Background: an optimization exercise with open tools, aiming at small area and a short achievable clock period. Do not read the settings as production practice.
Only simulation tests tie the RTL to the original design; equivalence was not proved.
Power is estimated from default activity; no workload was simulated.

## design/flow/flow/run.sh

```bash
#!/bin/bash
export BUFFER_PORTS_ARGS="-buffer_cell sky130_fd_sc_hd__buf_1"
export SETUP_SLACK_MARGIN=11.7
export CTS_ARGS="-sink_clustering_enable -repair_clock_nets -dont_use_dummy_load -buf_list sky130_fd_sc_hd__clkbuf_8 -sink_clustering_size 18 -sink_clustering_max_diameter 45"
bash standard.sh > standard.log 2>&1
```

## design/flow/standard.sh

```bash
#!/bin/bash
# synth_recipe.tcl (not shown) runs the flow's synth.tcl, then flattens the netlist and writes it again
# the make line also repeats each setting of config.mk as NAME=value (left out here)
make -C /OpenROAD-flow-scripts/flow DESIGN_CONFIG=/design/flow/config.mk WORK_HOME=/design/flow/orfs CLKGATE_MAP_FILE= SYNTH_SCRIPT=/design/flow/synth_recipe.tcl "${@:-finish}"
```

## design/flow/config.mk

```make
export PLATFORM = sky130hd
export DESIGN_NAME = vga_box_compositor
export DESIGN_NICKNAME = vga_box_compositor
export VERILOG_FILES = /design/flow/design.v
export SDC_FILE = /design/flow/constraint.sdc
export NUM_CORES = 4
export LEC_CHECK = 0
export CAP_MARGIN = 20
export CORE_MARGIN = 2
export CORE_UTILIZATION = 55
export CTS_BUF_LIST = sky130_fd_sc_hd__clkbuf_8
export CTS_CLUSTER_DIAMETER = 45
export CTS_CLUSTER_SIZE = 18
export SLEW_MARGIN = 20
```

## design/flow/constraint.sdc

```tcl
create_clock -name core_clock -period 20.0 [get_ports {clk}]
set_input_delay 4.0000 -clock core_clock [delete_from_list [all_inputs] [get_ports {clk}]]
set_output_delay 4.0000 -clock core_clock [all_outputs]
set_load 0.01 [all_outputs]
```

## design/flow/design.v

```verilog
module vga_box_compositor #(
  parameter int COLOR_W  = 4,
  parameter int N_BOX    = 4,
  parameter int CW       = 10,
  parameter int H_ACTIVE = 640,
  parameter int H_FP     = 16,
  parameter int H_SYNC   = 96,
  parameter int H_BP     = 48,
  parameter int V_ACTIVE = 480,
  parameter int V_FP     = 10,
  parameter int V_SYNC   = 2,
  parameter int V_BP     = 33,
  localparam int IDX_W   = (N_BOX > 1) ? $clog2(N_BOX) : 1
) (
  input  logic                   clk,
  input  logic                   rst_n,
  input  logic                   pix_en,
  input  logic [3*COLOR_W-1:0]   bg_rgb,
  input  logic                   cfg_valid,
  output logic                   cfg_ready,
  input  logic [IDX_W-1:0]       cfg_idx,
  input  logic [CW-1:0]          cfg_x0,
  input  logic [CW-1:0]          cfg_y0,
  input  logic [CW-1:0]          cfg_x1,
  input  logic [CW-1:0]          cfg_y1,
  input  logic [3*COLOR_W-1:0]   cfg_rgb,
  input  logic [2:0]             cfg_alpha,
  input  logic                   cfg_en,
  output logic [COLOR_W-1:0]     vga_r,
  output logic [COLOR_W-1:0]     vga_g,
  output logic [COLOR_W-1:0]     vga_b,
  output logic                   vga_hs,
  output logic                   vga_vs,
  output logic                   frame_start
);
  localparam int H_TOTAL = H_ACTIVE + H_FP + H_SYNC + H_BP;
  localparam int V_TOTAL = V_ACTIVE + V_FP + V_SYNC + V_BP;
  localparam int RGB_W   = 3 * COLOR_W;
  localparam int YW      = $clog2(V_ACTIVE + 1);    
  logic [CW-1:0] h, v, h_next, v_next;
  logic          last_h, commit_pos, commit_pos_i, commit, cfg_we;
  assign last_h     = ((h & CW'(H_TOTAL - 1)) == CW'(H_TOTAL - 1));
  assign cfg_ready  = !(pix_en && commit_pos);
  assign commit     = pix_en && commit_pos_i;
  assign cfg_we     = cfg_valid && !commit;
  assign h_next     = last_h ? '0 : h + 1'b1;
  assign v_next     = ((v & CW'(V_TOTAL - 1)) == CW'(V_TOTAL - 1)) ? '0 : v + 1'b1;
  always_ff @(posedge clk or negedge rst_n) begin
    if (!rst_n) begin
      h          <= '0;
      v          <= '0;
      commit_pos <= 1'b0;
    end else if (pix_en) begin
      h          <= h_next;
      commit_pos <= (h == CW'(H_TOTAL - 2)) && (v == CW'(V_ACTIVE - 1));
      if (last_h)
        v <= v_next;
    end
  end
  always_ff @(posedge clk or negedge rst_n) begin
    if (!rst_n)
      commit_pos_i <= 1'b0;
    else
      commit_pos_i <= (v == CW'(V_ACTIVE - 1)) && (pix_en ? (h == CW'(H_TOTAL - 2)) : last_h);
  end
  logic [CW-1:0]    p_x0 [N_BOX], p_x1 [N_BOX];
  logic [YW-1:0]    p_y0 [N_BOX], p_y1 [N_BOX];
  logic [RGB_W-1:0] p_rgb [N_BOX];
  logic [2:0]       p_sel [N_BOX];
  logic [CW-1:0]    a_x0 [N_BOX], a_x1 [N_BOX];
  logic [YW-1:0]    a_y0 [N_BOX], a_y1 [N_BOX];
  logic [RGB_W-1:0] a_rgb [N_BOX];
  logic [2:0]       a_sel [N_BOX];
  logic [2:0] w_sel;
  assign w_sel = {cfg_en && (cfg_alpha != 3'd0),
                  cfg_alpha[2] || (cfg_alpha[1] && !cfg_alpha[0]),
                  cfg_alpha[2] || (cfg_alpha[1] && cfg_alpha[0])};
  logic [YW-1:0] w_y0, w_y1;
  assign w_y0 = (cfg_y0 >= CW'(V_ACTIVE)) ? YW'(V_ACTIVE) : cfg_y0[YW-1:0];
  assign w_y1 = (cfg_y1 >= CW'(V_ACTIVE)) ? YW'(V_ACTIVE) : cfg_y1[YW-1:0];
  for (genvar i = 0; i < N_BOX; i++) begin : g_bank
    logic we;
    assign we = cfg_we && (cfg_idx == IDX_W'(i));
    always_ff @(posedge clk) begin
      if (we) begin
        p_x0[i]  <= cfg_x0;
        p_y0[i]  <= w_y0;
        p_x1[i]  <= cfg_x1;
        p_y1[i]  <= w_y1;
        p_rgb[i] <= cfg_rgb;
      end
    end
    always_ff @(posedge clk or negedge rst_n) begin
      if (!rst_n)
        p_sel[i][2] <= 1'b0;
      else if (we)
        p_sel[i][2] <= w_sel[2];
    end
    always_ff @(posedge clk) begin
      if (we)
        p_sel[i][1:0] <= w_sel[1:0];
    end
    always_ff @(posedge clk) begin
      if (commit) begin
        a_x0[i]  <= p_x0[i];
        a_y0[i]  <= p_y0[i];
        a_x1[i]  <= p_x1[i];
        a_y1[i]  <= p_y1[i];
        a_rgb[i] <= p_rgb[i];
      end
    end
    always_ff @(posedge clk or negedge rst_n) begin
      if (!rst_n)
        a_sel[i][2] <= 1'b0;
      else if (commit)
        a_sel[i][2] <= p_sel[i][2];
    end
    always_ff @(posedge clk) begin
      if (commit)
        a_sel[i][1:0] <= p_sel[i][1:0];
    end
  end
  logic [N_BOX-1:0] yin;
  logic             y_slot;
  logic [YW-1:0]    y0_s, y1_s;
  assign y_slot = (h[CW-1:2] == (CW-2)'((H_ACTIVE + 4) >> 2));
  assign y0_s   = a_y0[h[1:0]];
  assign y1_s   = a_y1[h[1:0]];
  always_ff @(posedge clk) begin
    for (int i = 0; i < N_BOX; i++)
      if (y_slot && h[1:0] == 2'(i))
        yin[i] <= (CW'(y0_s) <= v_next) && (v_next < CW'(y1_s));
  end
  logic [N_BOX-1:0] xge, xlt, hit;
  logic             h_zero;
  assign h_zero = (h == '0);
  always_ff @(posedge clk) begin
    if (pix_en) begin
      xge[0] <= (h_next == a_x0[0]) || (xge[0] && !last_h);
      xlt[0] <= (h_next != a_x1[0]) && (xlt[0] || last_h);
      for (int i = 1; i < N_BOX; i++) begin
        xge[i] <= (h == a_x0[i]) || (xge[i] && !h_zero);
        xlt[i] <= (h != a_x1[i]) && (xlt[i] || h_zero);
      end
    end
  end
  assign hit = xge & xlt & yin;
  function automatic [COLOR_W-1:0] avg(input [COLOR_W-1:0] x, input [COLOR_W-1:0] y);
    reg [COLOR_W:0] k;
    integer b;
    begin
      k[0] = 1'b0;
      for (b = 0; b < COLOR_W; b = b + 1)
        k[b+1] = (x[b] & y[b]) | (k[b] & (x[b] ^ y[b]));
      avg = {k[COLOR_W], x[COLOR_W-1:1] ^ y[COLOR_W-1:1] ^ k[COLOR_W-1:1]};
    end
  endfunction
  function automatic [COLOR_W-1:0] mix(input [2:0] sel, input [COLOR_W-1:0] c, input [COLOR_W-1:0] p);
    mix = avg(sel[1] ? c : (sel[2] ? avg(c, p) : p), sel[0] ? c : p);
  endfunction
  logic [RGB_W-1:0] mid, mid_q, col_q, blend;
  always_comb begin
    logic [2:0] sel;
    sel = (hit[0] && a_sel[0][2]) ? a_sel[0] : 3'b000;
    for (int ch = 0; ch < 3; ch++)
      mid[ch*COLOR_W +: COLOR_W] = mix(sel, a_rgb[0][ch*COLOR_W +: COLOR_W], bg_rgb[ch*COLOR_W +: COLOR_W]);
  end
  always_comb begin
    logic [2:0] sel;
    blend = mid_q;
    for (int i = 1; i < N_BOX; i++) begin
      sel = (hit[i] && a_sel[i][2]) ? a_sel[i] : 3'b000;
      for (int ch = 0; ch < 3; ch++)
        blend[ch*COLOR_W +: COLOR_W] = mix(sel, a_rgb[i][ch*COLOR_W +: COLOR_W], blend[ch*COLOR_W +: COLOR_W]);
    end
  end
  always_ff @(posedge clk) begin
    if (pix_en) begin
      mid_q <= mid;
      col_q <= blend;
    end
  end
  logic h_ge2, vis, tick_q;
  assign h_ge2 = (h >= CW'(2));
  assign vis   = h_ge2 && (h < CW'(H_ACTIVE + 2)) && (v < CW'(V_ACTIVE));
  assign vga_r  = vis ? col_q[3*COLOR_W-1:2*COLOR_W] : '0;
  assign vga_g  = vis ? col_q[2*COLOR_W-1:COLOR_W]   : '0;
  assign vga_b  = vis ? col_q[COLOR_W-1:0]           : '0;
  assign vga_hs = !((h >= CW'(H_ACTIVE + H_FP + 2)) && (h < CW'(H_ACTIVE + H_FP + H_SYNC + 2)));
  assign vga_vs = h_ge2 ? !((v >= CW'(V_ACTIVE + V_FP)) && (v < CW'(V_ACTIVE + V_FP + V_SYNC)))
                        : !((v >= CW'(V_ACTIVE + V_FP + 1)) && (v < CW'(V_ACTIVE + V_FP + V_SYNC + 1)));
  always_ff @(posedge clk)
    tick_q <= pix_en;
  assign frame_start = tick_q && (h == CW'(2)) && (v == '0);
endmodule
```

==> run notes, run 1 <==
- Crit path DAT: 4270 ps
- Post-Syn Nets: 1,580
- GR Overflow Total: 0
- # hold bufs at CTS: 0
- Post-DR wirelength/cell: 20.2 µm
- Number of synthesized flops with an enable pin: 452
- Seq. cell area: 14,300 µm²
- Final std cells w/o fill: 2,015
- Sequential area share after synthesis: 0.687
- TNS Setup: 0 ps
- Largest fanout on the critical path: 3
- Final Max Slew Viols: 0
- CTS H-tree lvls: 2
- WP data required: 16,000 ps
- CP max-delay cell: buf_8
- Share of cells above drive strength 1: 0.0665
- Nets: 1,677
- Number of global-route vias before repair: 11,021
- Mean post-synth cell area: 14.8 µm²
- Initial antenna violation count: 1
- Drt total wl: 40,600 µm
- CTS Buf Count: 51
- Tightest Pin Transition: 1040 ps
- Resized Gates After CTS: 4
- Die Area: 39,500 µm²
- Starting DRC count in detailed routing: 656
- Top FF cell, synth: edfxtp_1
- Asr flop ratio synth: 0.0621
- Seq cells post-synth: 483
- Mapped Cells: 1,409
- First-pass GRT wire length: 62,200 µm
- Post-Syn Area: 20,900 µm²
- Worst hold path class: flip-flop to flip-flop
- Max VDD drop: 0.0000605 V
- FILL cells: 2,951
- Worst setup SP type: input pin
- Area share of fa/ha/maj cells after synthesis: 0.0841
- Clock slew seen by the registers of the worst setup and hold paths: 80 ps
- Largest net degree at the start of global routing: 137
- Pleak: 0.00780 µW
- Chip Width: 199 µm
- Compound-cell area share of the yosys netlist: 0.0607
- Finished Core Util: 0.599
- Min Hold Slack: 372 ps
- Pwr/cell area: 102 nW/µm²
- Layout overhead on the synthesized area: 7.64%
- Post-synth top area share: 0.650
- RSZ-0062 raised after global routing: false
- CTS Buffer Depth: 3
- Starting Density: 0.557
- Gr usage total: 0.213
- Simple-gate share of the synthesized area: 0.0821
- Max cap viols: 0
- Number of synthesis warnings: 13
- CTS tree: yes
- Total power: 2300 µW
- Post-synthesis mux area share: 0.0233
- Largest family of logic cells by synthesized area: adder cells
- Drc violations: 0
- Final setup fails: 0
- HPWL after detailed placement: 25,600 µm
- Final ANT Viol Nets: 0
- Kind of critical path: input pin to output pin
- Cell variety after synth: 64
- Fmax: 121 MHz
- Root Driver: clkbuf_8
- CP max stage delay: 110 ps
- Min Tclk post-route: 8270 ps
- Via count: 11,260
- Number of I/O pins: 90
- Final Hold Fails: 0
- Slew margin rel.: 0.309
- Multi-input gate area: 6000 µm²
- Status: timing/DRC/antenna clean
- Xor/xnor cell area share of the yosys netlist: 0.0359
- Sink Count: 483
- Row count: 71
- Largest area contributor in the netlist: edfxtp_1
- Number of buffers added on ports: 89
- Placed cell count: 1,963
- Synth top cells by count: 452 x edfxtp_1, 112 x nand2_1, 86 x nor2_1, 80 x inv_1, 79 x o21ai_0
- Top-count cell post-synth: edfxtp_1
- Fin crit share: 0.413
- CP Capture Type: output pin
- First-pass iteration count of the detailed router: 7
- Die Height: 199 µm
- Worst-path cell chain: buf_8, nand2_4, buf_6
- Setup Fix Bufs, Post-CTS: 0
- Top cells by area, synth: edfxtp_1 65%, fa_1 6.9%, dfrtp_1 3.6%, nand2_1 2.0%, o21ai_0 1.9%
- Skew-Pair Late Insertion Delay: 650 ps
- N_diodes: 0
- Skew final: 81.3 ps
- Routability cong.: 0.819
- Avg Vias per Cell: 5.59
- Core area: 37,500 µm²
## worst paths after layout
kind                                      start                   end  slack (ps)  cells past startpoint
setup / recovery                         pix_en             cfg_ready       11730                      3
hold / removal             p_x0[0][6]$_DFFE_PP_  a_x0[0][6]$_DFFE_PP_         370                      0
setup reg to reg               xlt[1]$_DFFE_PP_   col_q[10]$_DFFE_PP_       12570                     22
hold reg to reg            p_x0[0][6]$_DFFE_PP_  a_x0[0][6]$_DFFE_PP_         370                      0
max in group asynchronous                 rst_n      v[1]$_DFFE_PN0P_       15930                      1
min in group asynchronous                 rst_n      v[7]$_DFFE_PN0P_        3460                      1
## state kept, by name (all words and copies together), names as in the netlist, 40 cells and up
signal / cells
a_rgb: 48
p_rgb: 48
a_x0: 40
a_x1: 40
p_x0: 40
p_x1: 40
## layer usage
metal | track usage | up-vias | wire, µm
met4 | 0.0575 | 0 | 764
met5 | 0 | - | 0
met2 | 0.338 | 260 | 19300
met1 | 0.304 | 5635 | 18500
met3 | 0.0409 | 63 | 2100
li1 | - | 5302 | -
## power by group
group	internal (µW)	switching, µW	total (µW)	leakage, µW
logic	229	335	565	0.00291
clock network	226	302	528	0.000367
registers	1180	24.0	1210	0.00453
total	1640	662	2300	0.00780
## area by class of cell
type / count / area share
flip-flops and latches: 483 / 0.639
repair buffers: 104 / 0.0209
multi-input cells: 785 / 0.267
well taps: 511 / 0.0285
clock buffers: 51 / 0.0312
inverters: 81 / 0.0139
## cells by family after synthesis
family	Yosys count
muxes	47
adders and majority gates	97
AOI/OAI and AO/OA	210
buffers and inverters	141
DFF	483
and+or+nand+nor	347
xor gates and xnor gates	84
## cells in the final DEF (no fill, tap or decap), drive strengths merged, types with 6 or more instances in the layout
cell    instances
a21oi          62
a222oi         18
and2           40
and4           10
buf           103
clkbuf         52
dfrtp          30
edfxtp        452
fa             72
ha             25
inv            80
mux2           12
mux2i          35
nand2         112
nand3          18
nand4          23
nor2           86
nor2b           6
nor3           10
nor4           12
o21ai          80
o22ai          13
or2             9
xnor2          39
xor2           44
## critical path: cells and delay by family
kind | cells | cell delay, ps
buffers and inverters | 2 | 200
and+or+nand+nor | 1 | 60
## per-stage QoR
stage               setup slack (ps)  cell area (µm²)
floorplan                      11090            20900
global placement               11600            21700
detailed placement             11600            21700
CTS                            11700            22500
global route                   11730            22500
finish                         11730            22500
==> run 2: changes to the inputs <==
--- a/design/flow/config.mk
+++ b/design/flow/config.mk
@@ -7,8 +7,9 @@
 export LEC_CHECK = 0
 export CAP_MARGIN = 20
 export CORE_MARGIN = 2
-export CORE_UTILIZATION = 55
+export CORE_UTILIZATION = 40
 export CTS_BUF_LIST = sky130_fd_sc_hd__clkbuf_8
 export CTS_CLUSTER_DIAMETER = 45
 export CTS_CLUSTER_SIZE = 18
+export PLACE_DENSITY = 0.85
 export SLEW_MARGIN = 20
==> run 2 against run 1 <==
Area after synthesis unchanged. Maximum frequency down 1.7%. Routed wire length up 2.4%. Largest power group unchanged. Utilization down 16 points. Cell count up 8.0%. Highest routed layer is now met5. Critical endpoint unchanged. Global-route usage down 5.9 points. Clock skew down 17 ps. Total power down 0.76%. Clock power down 12%. Critical path depth up 1. Hold slack better by 2.7 ps.
==> run notes, run 2 <==
- CP max-delay cell: clkbuf_16 (was buf_8)
- Die Area: 54,000 µm² (was 39,500 µm²)
- Worst hold path class: flip-flop to flip-flop (unchanged)
- Starting DRC count in detailed routing: 1,156 (was 656)
- Pleak: 0.00777 µW (was 0.00780 µW)
- Critical Path Start: pix_en (unchanged)
- Hold Crit Depth: 0 (unchanged)
- Sequential area share after synthesis: 0.687 (unchanged)
- Share of cells above drive strength 1: 0.0602 (was 0.0665)
- Chip Width: 232 µm (was 199 µm)
- R2R Path Start: xlt[1]$_DFFE_PP_ (unchanged)
- CP Capture Type: output pin (unchanged)
- Net Switching: 675 µW (was 662 µW)
- Clock slew seen by the registers of the worst setup and hold paths: 90 ps (was 80 ps)
- Placed cell count: 2,129 (was 1,963)
- CTS Buf Count: 40 (was 51)
- Gr usage total: 0.154 (was 0.213)
- Final ANT Viol Nets: 0 (unchanged)
- Switching Fraction: 0.296 (was 0.288)
- GR Overflow Total: 0 (unchanged)
- Register-to-Register Path Depth: 22 (unchanged)
- Number of global-route vias before repair: 11,624 (was 11,021)
- Avg Vias per Cell: 5.32 (was 5.59)
- Final Max Slew Viols: 0 (unchanged)
- Sink Count: 483 (unchanged)
- Pwr/cell area: 101 nW/µm² (was 102 nW/µm²)
- Post-synth top area share: 0.650 (unchanged)
- Core area: 51,400 µm² (was 37,500 µm²)
- Skew-Pair Late Insertion Delay: 630 ps (was 650 ps)
- Top FF cell, synth: edfxtp_1 (unchanged)
- Layout overhead on the synthesized area: 8.35% (was 7.64%)
- Number of I/O pins: 90 (unchanged)
- Most frequent cells in the layout: 452 x edfxtp_1, 111 x nand2_1, 86 x nor2_1, 86 x buf_1 (unchanged)
- CTS H-tree lvls: 2 (unchanged)
- RSZ-0062 raised after global routing: true (was false)
- Worst r2r dst: col_q[6]$_DFFE_PP_ (was col_q[10]$_DFFE_PP_)
- Routability cong.: 0.872 (was 0.819)
- Min Hold Slack: 375 ps (was 372 ps)
- Final setup fails: 0 (unchanged)
- Flop2flop setup slack: 12,390 ps (was 12,570 ps)
- Skew final: 64.7 ps (was 81.3 ps)
- Max cap viols: 0 (unchanged)
- Initial antenna violation count: 2 (was 1)
- Number of synthesis warnings: 13 (unchanged)
- Drc violations: 0 (unchanged)
- Internal: 1610 µW (was 1640 µW)
- HPWL after detailed placement: 27,600 µm (was 25,600 µm)
- Fmax: 119 MHz (was 121 MHz)
- Biggest regs: a_rgb (48), p_rgb (48) (unchanged)
- Mean post-synth cell area: 14.8 µm² (unchanged)
- Clk network pwr share: 0.204 (was 0.230)
- Nets: 1,668 (was 1,677)
- Post-DR wirelength/cell: 19.1 µm (was 20.2 µm)
- Die Height: 232 µm (was 199 µm)
- Worst-path cell chain: clkbuf_16, buf_12, nand2_4, buf_6 (was buf_8, nand2_4, buf_6)
- Row count: 83 (was 71)
- Via count: 11,566 (was 11,260)
- Post-Syn Nets: 1,580 (unchanged)
- Post-Syn Area: 20,900 µm² (unchanged)
- Seq cells post-synth: 483 (unchanged)
- Top-count cell post-synth: edfxtp_1 (unchanged)
- HP Start: p_x1[0][9]$_DFFE_PP_ (was p_x0[0][6]$_DFFE_PP_)
- Starting Density: 0.406 (was 0.557)
- Min Tclk post-route: 8410 ps (was 8270 ps)
- CTS tree: yes (unchanged)
- Worst setup SP type: input pin (unchanged)
- Root Driver: clkbuf_8 (unchanged)
- Final Hold Fails: 0 (unchanged)
- Slew margin rel.: 0.287 (was 0.309)
- Kind of critical path: input pin to output pin (unchanged)
- First-pass GRT wire length: 63,400 µm (was 62,200 µm)
- Number of buffers added on ports: 89 (unchanged)
- First-pass iteration count of the detailed router: 8 (was 7)
- Tightest Pin Transition: 1070 ps (was 1040 ps)
- Combinational power share: 0.264 (was 0.246)
- Largest area contributor in the netlist: edfxtp_1 (unchanged)
- CTS Buffer Depth: 3 (unchanged)
- Hold path endpoint: a_x1[0][9]$_DFFE_PP_ (was a_x0[0][6]$_DFFE_PP_)
- Top cells by area, synth: edfxtp_1 65%, fa_1 6.9%, dfrtp_1 3.6%, nand2_1 2.0%, o21ai_0 1.9% (unchanged)
- CP max stage delay: 120 ps (was 110 ps)
- Synth top cells by count: 452 x edfxtp_1, 112 x nand2_1, 86 x nor2_1, 80 x inv_1, 79 x o21ai_0 (unchanged)
- Max VDD drop: 0.0000548 V (was 0.0000605 V)
- Status: timing/DRC/antenna clean (unchanged)
- Commonest non-fill, non-tap cell in the layout: edfxtp_1 (unchanged)
- Share of power burned in registers: 0.532 (was 0.525)
- Mapped Cells: 1,409 (unchanged)
- Asr flop ratio synth: 0.0621 (unchanged)
- Number of synthesized flops with an enable pin: 452 (unchanged)
- Largest net degree at the start of global routing: 126 (was 137)
- Fin crit share: 0.420 (was 0.413)
- Largest fanout on the critical path: 2 (was 3)
- Cell variety after synth: 64 (unchanged)
- Final std cells w/o fill: 2,176 (was 2,015)
- Crit path DAT: 4410 ps (was 4270 ps)
- WP data required: 16,000 ps (about the same)
- TNS Setup: 0 ps (unchanged)
- Crit-path leading delay family: buffers and inverters (unchanged)
- Drt total wl: 41,600 µm (was 40,600 µm)
- Crit path buf inv count: 3 (was 2)
## run 2: repair_timing
action | 4_1_cts | 5_1_grt
hold buffers | 0 | 0
cloned | 2 | 0
setup buffers | 2 | 1
endpoints found under the setup margin | 1 | 1
gates resized for setup | 8 | 0
## run 2: cells by family (layout without fill, tap and decap cells)
kind of cell    Yosys count  after routing  synth area share
flops                   483            483             0.687
simple gates            347            347            0.0821
compound gates          210            210            0.0607
buf+inv                 141            227            0.0266
fa+ha+maj                97             97            0.0841
xor+xnor                 84             84            0.0359
mux                      47             47            0.0233
other cells               0              1                 0
## run 2: worst register-to-register path: stages (launching register included)
cell      delay, ps
edfxtp_1        430
and4_1          390
and2_1          620
o21ai_0         280
fa_1            470
fa_1            530
fa_1            420
inv_1            80
fa_1            400
nor2_1           90
a21oi_1          50
o21ai_0         280
fa_1            240
inv_1            50
fa_1            380
fa_1            550
inv_1            70
fa_1            440
mux2i_1         130
a21oi_1         110
fa_1            460
fa_1            390
fa_1            450
## run 2: metrics by stage
stage	util	power (µW)	worst slack, ps	cell area, µm²
2_1_floorplan	-	1630	11090	20900
3_3_place_gp	0.426	1790	11060	21900
3_5_place_dp	0.426	1830	11080	21900
4_1_cts	0.439	2300	11590	22600
5_1_grt	0.440	2410	11590	22600
6_report	0.440	2280	11590	22600
## run 2: final cells by class
cell class / count / area, µm²
Inverter: 81 / 312
Antenna cell: 1 / 2.50
Multi-Input combinational cell: 785 / 5990
Sequential cell: 483 / 14300
Timing Repair Buffer: 106 / 558
Tap cell: 680 / 851
Fill cell: 4364 / 28800
Clock buffer: 40 / 551
## run 2: routing by layer
metal  GRT usage  routed length, µm  vias up
met3      0.0281               3040      114
met1       0.184              15900     5720
met2       0.268              20900      456
met5           0                 13        -
met4      0.0715               1710        2
li1            -                  -     5274
## run 2: worst max-delay path by stage
| stage | endpoint | slack, ps | depth (start not counted) |
|---|---|---|---|
| 4_1_cts | cfg_ready | 11590 | 4 |
| 2_1_floorplan | p_sel[1][2]$_DFFE_PN0P_ | 11090 | 4 |
| 6_report | cfg_ready | 11590 | 4 |
| 5_1_grt | cfg_ready | 11590 | 4 |
| 3_3_place_gp | cfg_ready | 11060 | 4 |
| 3_5_place_dp | cfg_ready | 11080 | 4 |
## run 2: power groups by stage
stage	Sequential (µW)	Combinational (µW)	Clock, µW
finish	1210	602	466
global route	1220	683	508
CTS	1210	604	479
detailed placement	1230	598	0
global placement	1230	558	0
floorplan	1220	419	0
==> run 3: changes to the inputs <==
--- a/design/flow/config.mk
+++ b/design/flow/config.mk
@@ -11,5 +11,4 @@
 export CTS_BUF_LIST = sky130_fd_sc_hd__clkbuf_8
 export CTS_CLUSTER_DIAMETER = 45
 export CTS_CLUSTER_SIZE = 18
-export PLACE_DENSITY = 0.85
 export SLEW_MARGIN = 20
==> run 3 against run 2 <==
Cell count increased by 0.28%. Combinational power is 2% lower. Clock skew up 2.4 ps. Sequential power barely moved. Synthesized cell count unchanged. Global-route usage rose by 0.21 points. First-iteration DRC count down 29%. Count of clock-buffer cells in the layout increased by 6. Critical endpoint unchanged.
==> run notes, run 3 <==
- Status: timing/DRC/antenna clean (unchanged)
- Cell variety after synth: 64 (unchanged)
- Die Area: 54,000 µm² (unchanged)
- Gr usage total: 0.156 (was 0.154)
- Post-DR wirelength/cell: 18.9 µm (was 19.1 µm)
- Row count: 83 (unchanged)
- Final ANT Viol Nets: 0 (unchanged)
- Clk network pwr share: 0.219 (was 0.204)
- Top-count cell post-synth: edfxtp_1 (unchanged)
- RSZ-0062 raised after global routing: false (was true)
- Worst hold path class: flip-flop to flip-flop (unchanged)
- Largest net degree at the start of global routing: 130 (was 126)
- CTS Buffer Depth: 3 (unchanged)
- # hold bufs at CTS: 0 (unchanged)
- Number of synthesis warnings: 13 (unchanged)
- Post-synth top area share: 0.650 (unchanged)
- Net Switching: 673 µW (was 675 µW)
- Clock slew seen by the registers of the worst setup and hold paths: 100 ps (was 90 ps)
- First-pass GRT wire length: 63,500 µm (was 63,400 µm)
- Multi-input gate area: 5990 µm² (unchanged)
- Number of synthesized flops with an enable pin: 452 (unchanged)
- Final Max Slew Viols: 0 (unchanged)
- WP data required: 16,000 ps (about the same)
- Pwr/cell area: 102 nW/µm² (was 101 nW/µm²)
- Number of I/O pins: 90 (unchanged)
- TNS Setup: 0 ps (unchanged)
- Mean post-synth cell area: 14.8 µm² (unchanged)
- Routability cong.: 0.810 (was 0.872)
- Crit path DAT: 4260 ps (was 4410 ps)
- Worst setup SP type: input pin (unchanged)
- Starting Density: 0.406 (unchanged)
- CP Capture Type: output pin (unchanged)
- Register-to-Register Path Depth: 22 (unchanged)
- Biggest regs: a_rgb (48), p_rgb (48) (unchanged)
- Core area: 51,400 µm² (unchanged)
- Tightest Pin Transition: 1040 ps (was 1070 ps)
- Max VDD drop: 0.0000412 V (was 0.0000548 V)
- Number of global-route vias before repair: 11,198 (was 11,624)
- Hold Crit Depth: 0 (unchanged)
- Top FF cell, synth: edfxtp_1 (unchanged)
- CTS tree: yes (unchanged)
- Initial antenna violation count: 2 (unchanged)
- Seq cells post-synth: 483 (unchanged)
- Worst-path cell chain: buf_8, nand2_4, buf_6 (was clkbuf_16, buf_12, nand2_4, buf_6)
- Starting DRC count in detailed routing: 825 (was 1,156)
- Die Height: 232 µm (unchanged)
- Final setup fails: 0 (unchanged)
- Worst r2r dst: col_q[2]$_DFFE_PP_ (was col_q[6]$_DFFE_PP_)
- R2R Path Start: xge[1]$_DFFE_PP_ (was xlt[1]$_DFFE_PP_)
- HP Start: p_x0[0][1]$_DFFE_PP_ (was p_x1[0][9]$_DFFE_PP_)
- Min Tclk post-route: 8260 ps (was 8410 ps)
- Internal: 1630 µW (was 1610 µW)
- Seq. cell area: 14,300 µm² (unchanged)
- Kind of critical path: input pin to output pin (unchanged)
- CP max-delay cell: buf_8 (was clkbuf_16)
- Max cap viols: 0 (unchanged)
- Fmax: 121 MHz (was 119 MHz)
- Avg Vias per Cell: 5.17 (was 5.32)
- Number of buffers added on ports: 89 (unchanged)
- Most frequent cells in the layout: 452 x edfxtp_1, 111 x nand2_1, 86 x nor2_1, 86 x buf_1 (unchanged)
- Mapped Cells: 1,409 (unchanged)
- Synth top cells by count: 452 x edfxtp_1, 112 x nand2_1, 86 x nor2_1, 80 x inv_1, 79 x o21ai_0 (unchanged)
- Flop2flop setup slack: 12,470 ps (was 12,390 ps)
- Largest fanout on the critical path: 2 (unchanged)
- Asr flop ratio synth: 0.0621 (unchanged)
- Layout overhead on the synthesized area: 8.50% (was 8.35%)
- Root Driver: clkbuf_8 (unchanged)
- HPWL after detailed placement: 27,000 µm (was 27,600 µm)
- Sequential area share after synthesis: 0.687 (unchanged)
- Skew final: 67.1 ps (was 64.7 ps)
- FILL cells: 4,582 (was 4,364)
- CP max stage delay: 110 ps (was 120 ps)
- Sink Count: 483 (unchanged)
- GR Overflow Total: 0 (unchanged)
- CTS H-tree lvls: 2 (unchanged)
- Fin crit share: 0.413 (was 0.420)
- Switching Fraction: 0.293 (was 0.296)
- N_diodes: 0 (was 1)
- First-pass iteration count of the detailed router: 6 (was 8)
- Hold path endpoint: a_x0[0][1]$_DFFE_PP_ (was a_x1[0][9]$_DFFE_PP_)
- Post-Syn Nets: 1,580 (unchanged)
- Pleak: 0.00779 µW (was 0.00777 µW)
- Top cells by area, synth: edfxtp_1 65%, fa_1 6.9%, dfrtp_1 3.6%, nand2_1 2.0%, o21ai_0 1.9% (unchanged)
- Chip Width: 232 µm (unchanged)
- CTS Buf Count: 46 (was 40)
- Final Hold Fails: 0 (unchanged)
- Finished Core Util: 0.440 (about the same)
- Drt total wl: 41,300 µm (was 41,600 µm)
- Nets: 1,675 (was 1,668)
- Slew margin rel.: 0.302 (was 0.287)
- Via count: 11,290 (was 11,566)
- Share of power burned in registers: 0.525 (was 0.532)
- Post-Syn Area: 20,900 µm² (unchanged)
- Largest area contributor in the netlist: edfxtp_1 (unchanged)
- Commonest non-fill, non-tap cell in the layout: edfxtp_1 (unchanged)
- Skew-Pair Late Insertion Delay: 640 ps (was 630 ps)
- Share of cells above drive strength 1: 0.0646 (was 0.0602)
- Combinational power share: 0.256 (was 0.264)
- Drc violations: 0 (unchanged)
-- run 3: timing repair --
| item | in CTS | in global routing |
|---|---|---|
| hold endpoints to repair | 0 | 0 |
| setup endpoints to repair | 1 | 1 |
| gates cloned | 0 | 0 |
| pin swaps | 0 | 0 |
| setup buffers | 0 | 0 |
| resized for setup | 4 | 1 |
-- run 3: cell families (layout without fill, tap and decap cells) --
family	after synthesis	after routing	share of synthesized area
AO/OA/AOI/OAI	210	210	0.0607
XOR/XNOR	84	84	0.0359
adder cells (fa/ha/maj)	97	97	0.0841
buffers and inverters	141	234	0.0266
flip-flops	483	483	0.687
multiplexers	47	47	0.0233
AND/OR/NAND/NOR	347	347	0.0821
-- run 3: worst max-delay path, delay by kind of cell --
family,cells,cell delay [ps]
buffers and inverters,2,200
AND/OR/NAND/NOR,1,50
-- run 3: power groups by stage --
stage | combinational [µW] | sequential (µW) | clock [µW]
floorplan | 419 | 1220 | 0
global placement | 578 | 1230 | 0
detailed placement | 600 | 1230 | 0
CTS | 602 | 1210 | 528
global route | 675 | 1210 | 561
finish | 589 | 1210 | 503
-- run 3: how the worst max path moves through the flow --
stage	start	end	slack (ps)	cells past startpoint
final	pix_en	cfg_ready	11740	3
after global routing	pix_en	cfg_ready	11730	3
after CTS	pix_en	cfg_ready	11700	3
after detailed placement	pix_en	cfg_ready	11610	3
after global placement	pix_en	cfg_ready	11600	3
after floorplan	pix_en	p_sel[1][2]$_DFFE_PN0P_	11090	4
-- run 3: area by class of cell --
class	instances	share of cell area
Tap cell	680	0.0376
Multi-Input combinational cell	785	0.265
Sequential cell	483	0.634
Timing Repair Buffer	107	0.0225
Inverter	81	0.0138
Clock buffer	46	0.0280
-- run 3: metal layers --
layer,global-route usage,vias up,wire [µm]
met2,0.269,254,20800
met1,0.200,5674,17700
li1,-,5290,-
met3,0.0266,72,1810
met5,0,-,0
met4,0.0495,0,1050
-- run 3: through the flow --
stage          total power, µW  std cells  cell area [µm²]  hold WS [ps]  worst slack (ps)
5_1_grt                   2450       2182            22600           358             11730
6_report                  2300       2182            22600           365             11740
3_5_place_dp              1830       2135            22000           405             11610
3_3_place_gp              1810       2135            22000           400             11600
4_1_cts                   2340       2181            22600           357             11700
2_1_floorplan             1630       1409            20900           400             11090
==> run 4: changes to the inputs <==
==> design/flow/flow/run.sh (replaced) <==
#!/bin/bash
export BUFFER_PORTS_ARGS="-buffer_cell sky130_fd_sc_hd__buf_1"
export SETUP_SLACK_MARGIN=11.76
export CTS_ARGS="-sink_clustering_enable -repair_clock_nets -dont_use_dummy_load -buf_list sky130_fd_sc_hd__clkbuf_8 -sink_clustering_size 18 -sink_clustering_max_diameter 45"
bash standard.sh > standard.log 2>&1
==> run 4 against run 3 <==
First-iteration DRC count fell by 5.5%. Maximum frequency fell by 0.32%. Global-route usage did not move. Via count rose by 0.26%. Still clean. Critical path depth did not move. Largest power group unchanged. Highest routed layer unchanged. Design area barely moved. Total power barely moved.
==> run notes, run 4 <==
- Status: timing/DRC/antenna clean (unchanged)
- Die Height: 232 µm (unchanged)
- # hold bufs at CTS: 0 (unchanged)
- Largest area contributor in the netlist: edfxtp_1 (unchanged)
- Drt total wl: 41,300 µm (about the same)
- Synth top cells by count: 452 x edfxtp_1, 112 x nand2_1, 86 x nor2_1, 80 x inv_1, 79 x o21ai_0 (unchanged)
- Worst r2r dst: col_q[2]$_DFFE_PP_ (unchanged)
- Largest fanout on the critical path: 2 (unchanged)
- CTS Buffer Depth: 3 (unchanged)
- Fmax: 121 MHz (about the same)
- Top-count cell post-synth: edfxtp_1 (unchanged)
- Critical Path Start: pix_en (unchanged)
- Root Driver: clkbuf_8 (unchanged)
- Routability cong.: 0.810 (unchanged)
- Tightest Pin Transition: 1040 ps (about the same)
- Drc violations: 0 (unchanged)
- Mean post-synth cell area: 14.8 µm² (unchanged)
- Chip Width: 232 µm (unchanged)
- N_diodes: 0 (unchanged)
- Number of global-route vias before repair: 11,195 (was 11,198)
- WP data required: 16,000 ps (about the same)
- Biggest regs: a_rgb (48), p_rgb (48) (unchanged)
- Sink Count: 483 (unchanged)
- Nets: 1,675 (unchanged)
- TNS Setup: 0 ps (unchanged)
- Register-to-Register Path Depth: 22 (unchanged)
- Share of cells above drive strength 1: 0.0646 (unchanged)
- Critical Path Sink: cfg_ready (unchanged)
- Number of I/O pins: 90 (unchanged)
- Layout overhead on the synthesized area: 8.55% (was 8.50%)
- Die Area: 54,000 µm² (unchanged)
- Fin crit share: 0.414 (was 0.413)
- Most frequent cells in the layout: 452 x edfxtp_1, 111 x nand2_1, 86 x nor2_1, 86 x buf_1 (unchanged)
- Core area: 51,400 µm² (unchanged)
- CP Capture Type: output pin (unchanged)
- Final instance area: 22,700 µm² (was 22,600 µm²)
- CTS H-tree lvls: 2 (unchanged)
- First-pass GRT wire length: 63,500 µm (unchanged)
- Setup Fix Bufs, Post-CTS: 0 (unchanged)
- Slew margin rel.: 0.303 (was 0.302)
- Max VDD drop: 0.0000411 V (was 0.0000412 V)
- Final ANT Viol Nets: 0 (unchanged)
- Crit path DAT: 4290 ps (was 4260 ps)
- Final Hold Fails: 0 (unchanged)
- Worst setup SP type: input pin (unchanged)
- Mapped Cells: 1,409 (unchanged)
- Gr usage total: 0.156 (unchanged)
- Hold Crit Depth: 0 (unchanged)
- Flop2flop setup slack: 12,480 ps (was 12,470 ps)
- Resized Gates After CTS: 5 (was 4)
- Clock slew seen by the registers of the worst setup and hold paths: 100 ps (about the same)
- CTS Buf Count: 46 (unchanged)
- R2R Path Start: xge[1]$_DFFE_PP_ (unchanged)
- Commonest non-fill, non-tap cell in the layout: edfxtp_1 (unchanged)
- Sequential area share after synthesis: 0.687 (unchanged)
- Avg Vias per Cell: 5.19 (was 5.17)
- GR Overflow Total: 0 (unchanged)
- RSZ-0062 raised after global routing: true (was false)
- Skew-Pair Late Insertion Delay: 640 ps (about the same)
- Row count: 83 (unchanged)
- Starting DRC count in detailed routing: 780 (was 825)
- First-pass iteration count of the detailed router: 6 (unchanged)
- Post-DR wirelength/cell: 18.9 µm (about the same)
- Final Max Slew Viols: 0 (unchanged)
- Worst hold path class: flip-flop to flip-flop (unchanged)
- Number of synthesized flops with an enable pin: 452 (unchanged)
- Largest net degree at the start of global routing: 130 (unchanged)
- Number of buffers added on ports: 89 (unchanged)
- Min Tclk post-route: 8290 ps (was 8260 ps)
- Top cells by area, synth: edfxtp_1 65%, fa_1 6.9%, dfrtp_1 3.6%, nand2_1 2.0%, o21ai_0 1.9% (unchanged)
- Number of synthesis warnings: 13 (unchanged)
- Post-synth top area share: 0.650 (unchanged)
- Pleak: 0.00779 µW (about the same)
- Via count: 11,319 (was 11,290)
- Starting Density: 0.406 (unchanged)
- Skew final: 66.5 ps (was 67.1 ps)
- Post-Syn Nets: 1,580 (unchanged)
- Top FF cell, synth: edfxtp_1 (unchanged)
- CTS tree: yes (unchanged)
- Pwr/cell area: 102 nW/µm² (about the same)
- HPWL after detailed placement: 27,000 µm (unchanged)
- Cell variety after synth: 64 (unchanged)
- Kind of critical path: input pin to output pin (unchanged)
- Dpl cell area: 22,000 µm² (unchanged)
- Initial antenna violation count: 2 (unchanged)
- Seq cells post-synth: 483 (unchanged)
- Final setup fails: 0 (unchanged)
- Max cap viols: 0 (unchanged)
- Asr flop ratio synth: 0.0621 (unchanged)
- Post-Syn Area: 20,900 µm² (unchanged)
-- run 4: cell types whose count changed in the layout (fill, tap and decap cells not counted), sizes merged --
cell / change
buf: -1
clkbuf: +1
-- run 4: metrics by stage --
step	setup slack (ps)	instances	power, µW	hold slack [ps]	utilization
2_1_floorplan	11090	1409	1630	400	-
3_3_place_gp	11600	2135	1810	400	0.427
3_5_place_dp	11610	2135	1830	405	0.427
4_1_cts	11710	2181	2340	357	0.440
5_1_grt	11700	2182	2450	358	0.441
6_report	11710	2182	2300	365	0.441
-- run 4: routing by layer --
metal	global-route usage	wire (µm)	share of wire
met5	0	0	0
met4	0.0495	1040	0.025
met3	0.0266	1850	0.045
met2	0.269	20800	0.50
met1	0.200	17600	0.43
-- run 4: worst min path at each step --
stage / from / endpoint / slack [ps]
global placement: p_rgb[0][6]$_DFFE_PP_ / a_rgb[0][6]$_DFFE_PP_ / 400
CTS: p_x0[0][1]$_DFFE_PP_ / a_x0[0][1]$_DFFE_PP_ / 360
detailed placement: p_rgb[1][7]$_DFFE_PP_ / a_rgb[1][7]$_DFFE_PP_ / 400
floorplan: p_rgb[0][0]$_DFFE_PP_ / a_rgb[0][0]$_DFFE_PP_ / 400
finish: p_x0[0][1]$_DFFE_PP_ / a_x0[0][1]$_DFFE_PP_ / 370
global route: p_x0[1][4]$_DFFE_PP_ / a_x0[1][4]$_DFFE_PP_ / 360
-- run 4: report_power, final --
| group | internal [µW] | total [µW] | leakage, µW | switching (µW) |
|---|---|---|---|---|
| Combinational | 241 | 589 | 0.00293 | 347 |
| Clock | 204 | 502 | 0.000331 | 298 |
| Sequential | 1180 | 1210 | 0.00453 | 27.2 |
-- run 4: kinds of logic after synthesis --
kind of cell	synth area share
adders and majority gates	0.0841
buffers and inverters	0.0266
AOI/OAI and AO/OA	0.0607
xor gates and xnor gates	0.0359
muxes	0.0233
DFF	0.687
and+or+nand+nor	0.0821
-- run 4: critical path, cell delays in order --
cell and delay, ps:
clkbuf_16 130, nand2_4 50, buf_6 90
-- run 4: area by class of cell --
| type | count | area, µm² |
|---|---|---|
| Multi-Input combinational cell | 785 | 5990 |
| Sequential cell | 483 | 14300 |
| Inverter | 81 | 312 |
| Fill cell | 4580 | 28800 |
| Tap cell | 680 | 851 |
| Clock buffer | 46 | 633 |
| Timing Repair Buffer | 107 | 519 |
==> run 5: changes to the inputs <==
==> design/flow/run.sh (new file) <==
#!/bin/bash
# synth_recipe.tcl (not shown) runs the flow's synth.tcl, then flattens the netlist and writes it again
# the make line also repeats each setting of config.mk as NAME=value (left out here)
make -C /OpenROAD-flow-scripts/flow DESIGN_CONFIG=/design/flow/config.mk WORK_HOME=/design/flow/orfs CLKGATE_MAP_FILE= SYNTH_SCRIPT=/design/flow/synth_recipe.tcl finish
removed: design/flow/flow/run.sh
removed: design/flow/standard.sh
==> run 5 against run 4 <==
Maximum frequency is 5.3% lower. Design area increased by 4.9%. Worst setup slack got worse by 470 ps. Combinational power rose by 4.6%. Count of clock-buffer cells in the layout is 7 higher. Cell count rose by 2.4%. Hold slack improved by 35 ps. Sequential power about the same. Global-route usage is 0.47 points higher. First-iteration DRC count is 21% higher. Critical endpoint unchanged.
==> run notes, run 5 <==
- Xor/xnor cell area share of the yosys netlist: 0.0359 (unchanged)
- Final ANT Viol Nets: 0 (unchanged)
- Final Max Slew Viols: 0 (unchanged)
- GR Overflow Total: 0 (unchanged)
- Share of cells above drive strength 1: 0.0914 (was 0.0646)
- Worst setup SP type: input pin (unchanged)
- Asr flop ratio synth: 0.0621 (unchanged)
- Switching Fraction: 0.304 (was 0.292)
- Top-count cell post-synth: edfxtp_1 (unchanged)
- Initial antenna violation count: 1 (was 2)
- Drt total wl: 42,900 µm (was 41,300 µm)
- Die Height: 232 µm (unchanged)
- Most frequent cells in the layout: 452 x edfxtp_1, 112 x nand2_1, 88 x clkdlybuf4s50_1 (was 452 x edfxtp_1, 111 x nand2_1, 86 x nor2_1, 86 x buf_1)
- Core area: 51,400 µm² (unchanged)
- Compound-cell area share of the yosys netlist: 0.0607 (unchanged)
- Post-Syn Nets: 1,580 (unchanged)
- Sink Count: 483 (unchanged)
- Internal: 1790 µW (was 1630 µW)
- Sequential area share after synthesis: 0.687 (unchanged)
- Number of synthesized flops with an enable pin: 452 (unchanged)
- Crit path buf inv count: 2 (unchanged)
- Final std cells w/o fill: 2,235 (was 2,182)
- Final instance area: 23,800 µm² (was 22,700 µm²)
- Min Tclk post-route: 8760 ps (was 8290 ps)
- Chip Width: 232 µm (unchanged)
- HP Start: p_x0[2][3]$_DFFE_PP_ (was p_x0[0][1]$_DFFE_PP_)
- Starting Density: 0.406 (unchanged)
- Largest net degree at the start of global routing: 124 (was 130)
- Dpl cell area: 22,500 µm² (was 22,000 µm²)
- # hold bufs at CTS: 0 (unchanged)
- R2R Path Start: mid_q[9]$_DFFE_PP_ (was xge[1]$_DFFE_PP_)
- Gr usage total: 0.160 (was 0.156)
- Skew-Pair Late Insertion Delay: 680 ps (was 640 ps)
- Area share of fa/ha/maj cells after synthesis: 0.0841 (unchanged)
- Post-DR wirelength/cell: 19.2 µm (was 18.9 µm)
- Top FF cell, synth: edfxtp_1 (unchanged)
- Final Hold Fails: 0 (unchanged)
- CTS Buffer Depth: 3 (unchanged)
- Drc violations: 0 (unchanged)
- Min Hold Slack: 400 ps (was 365 ps)
- Clock slew seen by the registers of the worst setup and hold paths: 110 ps (was 100 ps)
- Largest area contributor in the netlist: edfxtp_1 (unchanged)
- Nets: 1,681 (was 1,675)
- Fin crit share: 0.438 (was 0.414)
- Skew final: 53.0 ps (was 66.5 ps)
- TNS Setup: 0 ps (unchanged)
- Largest fanout on the critical path: 2 (unchanged)
- Number of buffers added on ports: 89 (unchanged)
- CP max stage delay: 540 ps (was 130 ps)
- Fmax: 114 MHz (was 121 MHz)
- First-pass iteration count of the detailed router: 7 (was 6)
- Root Driver: clkbuf_8 (unchanged)
- Avg Vias per Cell: 5.13 (was 5.19)
- Layout overhead on the synthesized area: 13.9% (was 8.55%)
- Top cells by area, synth: edfxtp_1 65%, fa_1 6.9%, dfrtp_1 3.6%, nand2_1 2.0%, o21ai_0 1.9% (unchanged)
- Placed cell count: 2,134 (was 2,135)
- Post-synthesis mux area share: 0.0233 (unchanged)
- Final setup fails: 0 (unchanged)
- Net Switching: 781 µW (was 672 µW)
- Clk network pwr share: 0.291 (was 0.218)
- Slew margin rel.: 0.304 (was 0.303)
- RSZ-0062 raised after global routing: false (was true)
- Mean post-synth cell area: 14.8 µm² (unchanged)
- Routability cong.: 0.820 (was 0.810)
- Number of synthesis warnings: 13 (unchanged)
- Seq cells post-synth: 483 (unchanged)
- Synth top cells by count: 452 x edfxtp_1, 112 x nand2_1, 86 x nor2_1, 80 x inv_1, 79 x o21ai_0 (unchanged)
- Pleak: 0.00829 µW (was 0.00779 µW)
- Share of power burned in registers: 0.469 (was 0.526)
- Crit-path leading delay family: buffers and inverters (unchanged)
- Number of global-route vias before repair: 11,578 (was 11,195)
- Tightest Pin Transition: 1040 ps (about the same)
- WP data required: 16,000 ps (about the same)
- Combinational power share: 0.239 (was 0.256)
- Setup Fix Bufs, Post-CTS: 0 (unchanged)
- Number of I/O pins: 90 (unchanged)
- Commonest non-fill, non-tap cell in the layout: edfxtp_1 (unchanged)
- Kind of critical path: input pin to output pin (unchanged)
- CTS tree: yes (unchanged)
- Resized Gates After CTS: 0 (was 5)
- Crit path DAT: 4760 ps (was 4290 ps)
- Post-Syn Area: 20,900 µm² (unchanged)
- Worst-path cell chain: buf_2, nand2_1, clkdlybuf4s50_1 (was clkbuf_16, nand2_4, buf_6)
- CP Capture Type: output pin (unchanged)
- Post-synth top area share: 0.650 (unchanged)
- HPWL after detailed placement: 27,300 µm (was 27,000 µm)
- Simple-gate share of the synthesized area: 0.0821 (unchanged)
- Max VDD drop: 0.0000531 V (was 0.0000411 V)
- Row count: 83 (unchanged)
- Pwr/cell area: 108 nW/µm² (was 102 nW/µm²)
- CP max-delay cell: clkdlybuf4s50_1 (was clkbuf_16)
- Status: timing/DRC/antenna clean (unchanged)
- CTS H-tree lvls: 2 (unchanged)
- Critical Path Start: pix_en (unchanged)
- Mapped Cells: 1,409 (unchanged)
- Worst hold path class: flip-flop to flip-flop (unchanged)
- Via count: 11,473 (was 11,319)
- CTS Buf Count: 53 (was 46)
- Largest family of logic cells by synthesized area: adder cells (unchanged)
- First-pass GRT wire length: 65,600 µm (was 63,500 µm)
- Biggest regs: a_rgb (48), p_rgb (48) (unchanged)
- Starting DRC count in detailed routing: 944 (was 780)
- Cell variety after synth: 64 (unchanged)
- Die Area: 54,000 µm² (unchanged)
- Max cap viols: 0 (unchanged)
run 5: power by group through the flow:
stage / logic [µW] / clock network (µW) / registers (µW)
2_1_floorplan: 418 / 0 / 1220
3_3_place_gp: 605 / 0 / 1230
3_5_place_dp: 624 / 0 / 1230
4_1_cts: 625 / 772 / 1210
5_1_grt: 695 / 808 / 1210
6_report: 616 / 749 / 1210
run 5: per-stage QoR:
stage / setup WS, ps / utilization / total power, µW
floorplan: 11090 / - / 1630
global placement: 11230 / 0.438 / 1830
detailed placement: 11240 / 0.438 / 1850
CTS: 11230 / 0.462 / 2610
global route: 11210 / 0.462 / 2720
finish: 11240 / 0.462 / 2570
run 5: path summary, 6_finish.rpt:
kind | to | slack [ps] | depth (start not counted)
max | cfg_ready | 11240 | 3
min | a_x0[2][3]$_DFFE_PP_ | 400 | 0
max reg2reg | col_q[10]$_DFFE_PP_ | 12540 | 25
min reg2reg | a_x0[2][3]$_DFFE_PP_ | 400 | 0
max in group asynchronous | v[4]$_DFFE_PN0P_ | 15900 | 2
min in group asynchronous | v[8]$_DFFE_PN0P_ | 3730 | 2
run 5: final cells by class:
type / instances / area [µm²]
clock inverter: 46 / 519
inverter: 81 / 312
multi-input combinational: 785 / 5990
tap: 680 / 851
fill: 4484 / 27600
sequential: 483 / 14300
antenna: 1 / 2.50
timing repair buffer: 106 / 1020
clock buffer: 53 / 729
run 5: metal layers:
| metal | track usage | vias up | routed length (µm) |
|---|---|---|---|
| li1 | - | 5359 | - |
| met1 | 0.212 | 5778 | 18900 |
| met2 | 0.268 | 257 | 20900 |
| met3 | 0.0232 | 79 | 1780 |
| met4 | 0.0629 | 0 | 1270 |
| met5 | 0 | - | 0 |
run 5: cells by family (layout without fill, tap and decap cells):
kind of cell	Yosys count	count (layout)
flops	483	483
simple gates	347	347
other cells	0	1
buf+inv	141	286
fa+ha+maj	97	97
compound gates	210	210
mux	47	47
xor+xnor	84	84
==> run 6: changes to the inputs <==
==> design/flow/flow/run.sh (new file) <==
#!/bin/bash
export BUFFER_PORTS_ARGS="-buffer_cell sky130_fd_sc_hd__buf_1"
export SETUP_SLACK_MARGIN=11.7
export CTS_ARGS='-sink_clustering_enable -repair_clock_nets -dont_use_dummy_load -buf_list {sky130_fd_sc_hd__clkbuf_4 sky130_fd_sc_hd__clkbuf_8} -sink_clustering_size 12 -sink_clustering_max_diameter 40'
bash standard.sh > standard.log 2>&1
==> design/flow/standard.sh (new file) <==
#!/bin/bash
# synth_recipe.tcl (not shown) runs the flow's synth.tcl, then flattens the netlist and writes it again
# the make line also repeats each setting of config.mk as NAME=value (left out here)
make -C /OpenROAD-flow-scripts/flow DESIGN_CONFIG=/design/flow/config.mk WORK_HOME=/design/flow/orfs CLKGATE_MAP_FILE= SYNTH_SCRIPT=/design/flow/synth_recipe.tcl "${@:-finish}"
--- a/design/flow/config.mk
+++ b/design/flow/config.mk
@@ -8,7 +8,7 @@
 export CAP_MARGIN = 20
 export CORE_MARGIN = 2
 export CORE_UTILIZATION = 40
-export CTS_BUF_LIST = sky130_fd_sc_hd__clkbuf_8
-export CTS_CLUSTER_DIAMETER = 45
-export CTS_CLUSTER_SIZE = 18
+export CTS_BUF_LIST = sky130_fd_sc_hd__clkbuf_4 sky130_fd_sc_hd__clkbuf_8
+export CTS_CLUSTER_DIAMETER = 40
+export CTS_CLUSTER_SIZE = 12
 export SLEW_MARGIN = 20
removed: design/flow/run.sh
==> run 6 against run 5 <==
Register-to-register slack lost 40 ps. Hold slack lost 18 ps. Global-route usage shrank 0.32 points. Highest routed layer unchanged. Clock power shrank 18%. Largest cell class unchanged. Critical endpoint unchanged. First-iteration DRC count shrank 26%.
==> run notes, run 6 <==
- Most frequent cells in the layout: 452 x edfxtp_1, 111 x nand2_1, 86 x nor2_1, 86 x buf_1 (was 452 x edfxtp_1, 112 x nand2_1, 88 x clkdlybuf4s50_1)
- CP max stage delay: 110 ps (was 540 ps)
- Post-DR wirelength/cell: 18.9 µm (was 19.2 µm)
- Max cap viols: 0 (unchanged)
- Die Area: 54,000 µm² (unchanged)
- Worst setup SP type: input pin (unchanged)
- Largest fanout on the critical path: 2 (unchanged)
- Nets: 1,696 (was 1,681)
- Kind of critical path: input pin to output pin (unchanged)
- WL met1: 17,800 µm (was 18,900 µm)
- TNS Setup: 0 ps (unchanged)
- Root Driver: clkbuf_8 (unchanged)
- Drc violations: 0 (unchanged)
- Top-count cell post-synth: edfxtp_1 (unchanged)
- Avg Vias per Cell: 5.16 (was 5.13)
- Starting Density: 0.406 (unchanged)
- Hold path endpoint: a_rgb[1][7]$_DFFE_PP_ (was a_x0[2][3]$_DFFE_PP_)
- CP Capture Type: output pin (unchanged)
- Final Hold Fails: 0 (unchanged)
- CTS tree: yes (unchanged)
- Crit path buf inv count: 2 (unchanged)
- Seq cells post-synth: 483 (unchanged)
- GR Overflow Total: 0 (unchanged)
- Number of global-route vias before repair: 11,322 (was 11,578)
- HPWL after detailed placement: 27,000 µm (was 27,300 µm)
- Share of cells above drive strength 1: 0.0775 (was 0.0914)
- Synth top cells by count: 452 x edfxtp_1, 112 x nand2_1, 86 x nor2_1, 80 x inv_1, 79 x o21ai_0 (unchanged)
- Slew margin rel.: 0.279 (was 0.304)
- CP max-delay cell: buf_8 (was clkdlybuf4s50_1)
- Critical Path Start: pix_en (unchanged)
- Met3 wire len: 1930 µm (was 1780 µm)
- HP Start: p_rgb[1][7]$_DFFE_PP_ (was p_x0[2][3]$_DFFE_PP_)
- Drt total wl: 41,600 µm (was 42,900 µm)
- Max VDD drop: 0.0000440 V (was 0.0000531 V)
- Pleak: 0.00794 µW (was 0.00829 µW)
- Number of synthesis warnings: 13 (unchanged)
- Skew-Pair Late Insertion Delay: 630 ps (was 680 ps)
- Initial antenna violation count: 3 (was 1)
- Core area: 51,400 µm² (unchanged)
- Chip Width: 232 µm (unchanged)
- Max layer used: met4 (unchanged)
- Routability cong.: 0.810 (was 0.820)
- Hold Crit Depth: 0 (unchanged)
- Register-to-Register Path Depth: 22 (was 25)
- Final Max Slew Viols: 0 (unchanged)
- Mapped Cells: 1,409 (unchanged)
- Top cells by area, synth: edfxtp_1 65%, fa_1 6.9%, dfrtp_1 3.6%, nand2_1 2.0%, o21ai_0 1.9% (unchanged)
- RSZ-0062 raised after global routing: false (unchanged)
- Sequential area share after synthesis: 0.687 (unchanged)
- Largest net degree at the start of global routing: 130 (was 124)
- Worst r2r dst: col_q[2]$_DFFE_PP_ (was col_q[10]$_DFFE_PP_)
- Gr usage total: 0.157 (was 0.160)
- Fmax: 121 MHz (was 114 MHz)
- Final ANT Viol Nets: 0 (unchanged)
- Status: timing/DRC/antenna clean (unchanged)
- Mean post-synth cell area: 14.8 µm² (unchanged)
- Worst hold path class: flip-flop to flip-flop (unchanged)
- Worst-path cell chain: buf_8, nand2_4, buf_6 (was buf_2, nand2_1, clkdlybuf4s50_1)
- # hold bufs at CTS: 0 (unchanged)
- Top FF cell, synth: edfxtp_1 (unchanged)
- Flop2flop setup slack: 12,500 ps (was 12,540 ps)
- CTS Buf Count: 67 (was 53)
- Die Height: 232 µm (unchanged)
- Starting DRC count in detailed routing: 703 (was 944)
- Commonest non-fill, non-tap cell in the layout: edfxtp_1 (unchanged)
- First-pass iteration count of the detailed router: 6 (was 7)
- Largest area contributor in the netlist: edfxtp_1 (unchanged)
- Pwr/cell area: 105 nW/µm² (was 108 nW/µm²)
- Row count: 83 (unchanged)
- Post-Syn Nets: 1,580 (unchanged)
- Crit path DAT: 4260 ps (was 4760 ps)
- Final std cells w/o fill: 2,204 (was 2,235)
- Number of buffers added on ports: 89 (unchanged)
- Resized Gates After CTS: 4 (was 0)
- Fin crit share: 0.413 (was 0.438)
- Met2 routed WL: 20,700 µm (was 20,900 µm)
- Crit-path leading delay family: buffers and inverters (unchanged)
- First-pass GRT wire length: 63,700 µm (was 65,600 µm)
- Skew final: 48.5 ps (was 53.0 ps)
- Cell variety after synth: 64 (unchanged)
- WP data required: 16,000 ps (about the same)
- Setup Fix Bufs, Post-CTS: 0 (unchanged)
- Post-synth top area share: 0.650 (unchanged)
- CTS H-tree lvls: 3 (was 2)
- Tightest Pin Transition: 1080 ps (was 1040 ps)
- CTS Buffer Depth: 3 (unchanged)
- R2R Path Start: xlt[1]$_DFFE_PP_ (was mid_q[9]$_DFFE_PP_)
- Number of synthesized flops with an enable pin: 452 (unchanged)
- Via count: 11,381 (was 11,473)
- Layout overhead on the synthesized area: 9.90% (was 13.9%)
- Min Tclk post-route: 8260 ps (was 8760 ps)
- Final setup fails: 0 (unchanged)
- Clock slew seen by the registers of the worst setup and hold paths: 70 ps (was 110 ps)
- Number of I/O pins: 90 (unchanged)
- Post-Syn Area: 20,900 µm² (unchanged)
- Asr flop ratio synth: 0.0621 (unchanged)
- Sink Count: 483 (unchanged)
- Biggest regs: a_rgb (48), p_rgb (48) (unchanged)
- Placed cell count: 2,135 (was 2,134)
==> run 6: cell counts after synthesis <==
No cell type changed its count.
==> run 6: logic make-up after synthesis <==
family,share of synthesized area
xor gates and xnor gates,0.0359
adders and majority gates,0.0841
AOI/OAI and AO/OA,0.0607
and+or+nand+nor,0.0821
DFF,0.687
muxes,0.0233
buffers and inverters,0.0266
==> run 6: where the power goes <==
part	total [µW]	internal, µW	leakage (µW)	switching (µW)
clock	613	296	0.000482	317
combinational	589	241	0.00293	348
sequential	1210	1180	0.00453	27.3
total	2410	1720	0.00794	691
==> run 6: area by class of cell <==
type | instances | area (µm²)
multi-input cells | 785 | 5990
fillers | 4562 | 28500
diodes | 1 | 2.50
repair buffers | 107 | 509
flip-flops and latches | 483 | 14300
well taps | 680 | 851
clock buffers | 67 | 922
inverters | 81 | 312
==> run 6: per-layer routing <==
| layer | global-route usage | up-vias |
|---|---|---|
| met5 | 0 | - |
| met4 | 0.0695 | 0 |
| met3 | 0.0272 | 71 |
| met2 | 0.265 | 269 |
| met1 | 0.199 | 5708 |
| li1 | - | 5333 |
==> run 6: worst max-delay path by stage <==
stage	depth (start not counted)	endpoint
5_1_grt	3	cfg_ready
3_3_place_gp	3	cfg_ready
4_1_cts	3	cfg_ready
3_5_place_dp	3	cfg_ready
2_1_floorplan	4	p_sel[1][2]$_DFFE_PN0P_
6_report	3	cfg_ready
==> run 6: stage by stage <==
stage | worst slack (ps) | instance area [µm²] | utilization | hold slack (ps) | power [µW]
after floorplan | 11090 | 20900 | - | 400 | 1630
after global placement | 11600 | 22000 | 0.427 | 400 | 1810
after detailed placement | 11610 | 22000 | 0.427 | 405 | 1830
after CTS | 11700 | 22900 | 0.446 | 377 | 2450
after global routing | 11730 | 22900 | 0.446 | 381 | 2560
final | 11740 | 22900 | 0.446 | 383 | 2410

[afterwards: timing with drivers on the ports]
Ports are ideal in the flow. The routed layouts listed here were re-timed in OpenROAD.
Step 1, drivers: a clkbuf_16 drives clk and a buf_2 each remaining input, both assumed.
Step 2, shift: input delay + t, output delay - t, t = (earliest + latest rising clock arrival at the registers) / 2. This alone moves slack from input paths to output paths.
Slacks: ideal ports / drivers / drivers and shift; pairs: ideal ports / drivers.
| run | t, ns | setup WS [ns] | worst register clock-pin slew, ns | worst slew at a driven data input, ns |
|---|---|---|---|---|
| run 1 | 0.664 | 11.731 / 11.682 / 11.682 | 0.11 / 0.11 | 0.05 |
| run 2 | 0.654 | 11.590 / 11.543 / 11.543 | 0.11 / 0.11 | 0.09 |
| run 3 | 0.659 | 11.739 / 11.692 / 11.692 | 0.11 / 0.11 | 0.11 |
| run 4 | 0.658 | 11.713 / 11.664 / 11.664 | 0.11 / 0.11 | 0.11 |
| run 5 | 0.707 | 11.245 / 11.222 / 11.222 | 0.11 / 0.11 | 0.08 |
| run 6 | 0.655 | 11.737 / 11.688 / 11.688 | 0.08 / 0.08 | 0.11 |
After both steps setup and hold are still met in every run listed.
